What follows belongs to an exercise in optimizing a design on an open flow for small area and a short achievable clock period; a production flow would make more cautious choices.
Function was checked by simulation only, so behaviour that the tests miss may differ from the original.
Power and IR drop assume default switching activity.

Setup of try-sierra:
## weight_stream_mem
module weight_stream_mem #(
   parameter int DATA_W = 8,
   parameter int ADDR_W = 8,
   parameter int LANES  = 4,
   parameter int LEN_W  = ADDR_W - $clog2(LANES) + 1
) (
   input  logic                    clk,
   input  logic                    rst,
   input  logic                    trig_w,
   input  logic [ADDR_W-1:0]       abus_w,
   input  logic [DATA_W-1:0]       dbus_w,
   input  logic                    req,
   input  logic [ADDR_W-1:0]       base,
   input  logic [LEN_W-1:0]        len,
   output logic                    ack,
   output logic                    busy,
   output logic [DATA_W*LANES-1:0] dbus_r,
   output logic                    valid,
   input  logic                    ready,
   output logic                    last,
   output logic                    done
);
For scale: about 4,100 cells after synthesis, ~2,100 flip-flops, ~73 I/O pins, about 0.081 mm^2 of cells after synthesis.
export LEC_CHECK = 0
export CAP_MARGIN = 20
export CORE_MARGIN = 2
export CORE_UTILIZATION = 40
export SLEW_MARGIN = 20
create_clock -name core_clock -period 4.0 [get_ports {clk}]
run.sh (not shown) runs the stock make flow with config.mk's settings and CLKGATE_MAP_FILE= SYNTH_SCRIPT=/design/flow/synth_recipe.tcl, a recipe that flattens the netlist after the stock synthesis.
try-sierra finished end to end and its layout was clean on timing, DRC and antenna.
Setup changes, try-sierra to try-yarrow
# try-sierra
export LEC_CHECK = 0
export CAP_MARGIN = 20
export CORE_MARGIN = 2
export CORE_UTILIZATION = 40
export SLEW_MARGIN = 20
create_clock -name core_clock -period 4.0 [get_ports {clk}]
# try-yarrow
export LEC_CHECK = 0
export CAP_MARGIN = 20
export CORE_MARGIN = 2
export CORE_UTILIZATION = 70
export CTS_CLUSTER_DIAMETER = 70
export CTS_CLUSTER_SIZE = 25
export PLACE_DENSITY = 0.8
export SETUP_SLACK_MARGIN = 1.9
export SLEW_MARGIN = 20
export TNS_END_PERCENT = 10
create_clock -name core_clock -period 4.0 [get_ports {clk}]
--- outcome ---
try-yarrow ends up with lower post-layout instance area than try-sierra does.
| fmax | lower: try-sierra |
In try-yarrow, signed area change from the synthesized netlist to the final layout is lower than in try-sierra.
Run comparison: try-yarrow classification of the worst-slack hold path input pin to async pin; try-sierra classification of the worst-slack hold path input pin to flop
Modified inputs, try-ember compared to try-yarrow
# try-yarrow
export LEC_CHECK = 0
export CAP_MARGIN = 20
export CORE_MARGIN = 2
export CORE_UTILIZATION = 70
export CTS_CLUSTER_DIAMETER = 70
export CTS_CLUSTER_SIZE = 25
export PLACE_DENSITY = 0.8
export SETUP_SLACK_MARGIN = 1.9
export SLEW_MARGIN = 20
export TNS_END_PERCENT = 10
create_clock -name core_clock -period 4.0 [get_ports {clk}]
# try-ember
export LEC_CHECK = 0
export CAP_MARGIN = 20
export CORE_MARGIN = 2
export CORE_UTILIZATION = 60
export CTS_CLUSTER_DIAMETER = 70
export CTS_CLUSTER_SIZE = 25
export PLACE_DENSITY = 0.72
export SETUP_SLACK_MARGIN = 1.6
export SLEW_MARGIN = 20
create_clock -name core_clock -period 4.0 [get_ports {clk}]
Results
Number of global-route vias before repair (lower): try-ember
Of the two values seen for routing layer with the top usage in global route, met1 was produced by try-ember and met2 by try-yarrow.
try-ember against try-yarrow: maximum frequency climbed about 3.4%, total power rose 0.62 mW, global-route wire length before repair went down by 4.4%.
try-ember ended up with sky130_fd_sc_hd__dfrtp_4 as its critical-path cell with the highest stage delay; try-yarrow ended up with sky130_fd_sc_hd__o41ai_2.
Modified inputs, try-xenon compared to try-ember
# try-ember
export LEC_CHECK = 0
export CAP_MARGIN = 20
export CORE_MARGIN = 2
export CORE_UTILIZATION = 60
export CTS_CLUSTER_DIAMETER = 70
export CTS_CLUSTER_SIZE = 25
export PLACE_DENSITY = 0.72
export SETUP_SLACK_MARGIN = 1.6
export SLEW_MARGIN = 20
create_clock -name core_clock -period 4.0 [get_ports {clk}]
# try-xenon
export LEC_CHECK = 0
export CAP_MARGIN = 20
export CORE_MARGIN = 2
export CORE_UTILIZATION = 50
export CTS_CLUSTER_DIAMETER = 70
export CTS_CLUSTER_SIZE = 25
export SETUP_SLACK_MARGIN = 1.9
export SLEW_MARGIN = 20
create_clock -name core_clock -period 4.0 [get_ports {clk}]
--- outcome ---
Wire length of the first global-routing pass, try-xenon vs try-ember: up by a few percent. On overall track demand over capacity in global routing: try-xenon sits below try-ember. No run among try-ember and try-xenon stopped early or left any final violation; all are clean. Number of diodes added for antenna fixing on try-xenon is up relative to try-ember. try-ember → try-xenon: part of the power in registers -1.4 points, wire length +4.6%, shortest period the worst path allows -0.087 ns, total cell area at the placement stage +0.42%. try-xenon ended up with dbus_r[5] as its critical path endpoint; try-ember ended up with dbus_r[17].

re-timing with driven ports:
The flow's constraints put no driver on any port. The routed layouts listed below were extracted and timed again, unchanged, in two steps. Step 1 (the two cells are an assumption about what drives the block):
set clk [get_ports {clk}]
set_driving_cell -lib_cell sky130_fd_sc_hd__clkbuf_16 $clk
set_driving_cell -lib_cell sky130_fd_sc_hd__buf_2 [delete_from_list [all_inputs] $clk]
Step 2, shift: input delay + t, output delay - t, t = (earliest + latest rising clock arrival at the registers) / 2. This alone moves slack from input paths to output paths. Three values: ideal, step 1, step 2; two values: the first two.
run | t, ns | setup WS [ns] | worst hold slack (ns) | worst register clock-pin slew, ns | cell pins on the clock port's net
try-sierra | 0.915 | 0.722 / 0.722 / 0.400 | 0.486 / 0.449 / 0.489 | 0.07 / 0.07 | 1
try-yarrow | 0.813 | 1.278 / 1.278 / 0.610 | 0.233 / 0.194 / 0.497 | 0.11 / 0.11 | 1
try-ember | 0.838 | 1.366 / 1.366 / 0.785 | 0.074 / 0.029 / 0.495 | 0.10 / 0.10 | 1
try-xenon | 0.861 | 1.453 / 1.453 / 0.930 | 0.032 / -0.026 / 0.528 | 0.10 / 0.10 | 1
After both steps every run listed still meets setup and hold. For try-yarrow, which loses most, drivers alone change the setup slack by 0.000 ns; drivers and shift together by -0.668 ns.
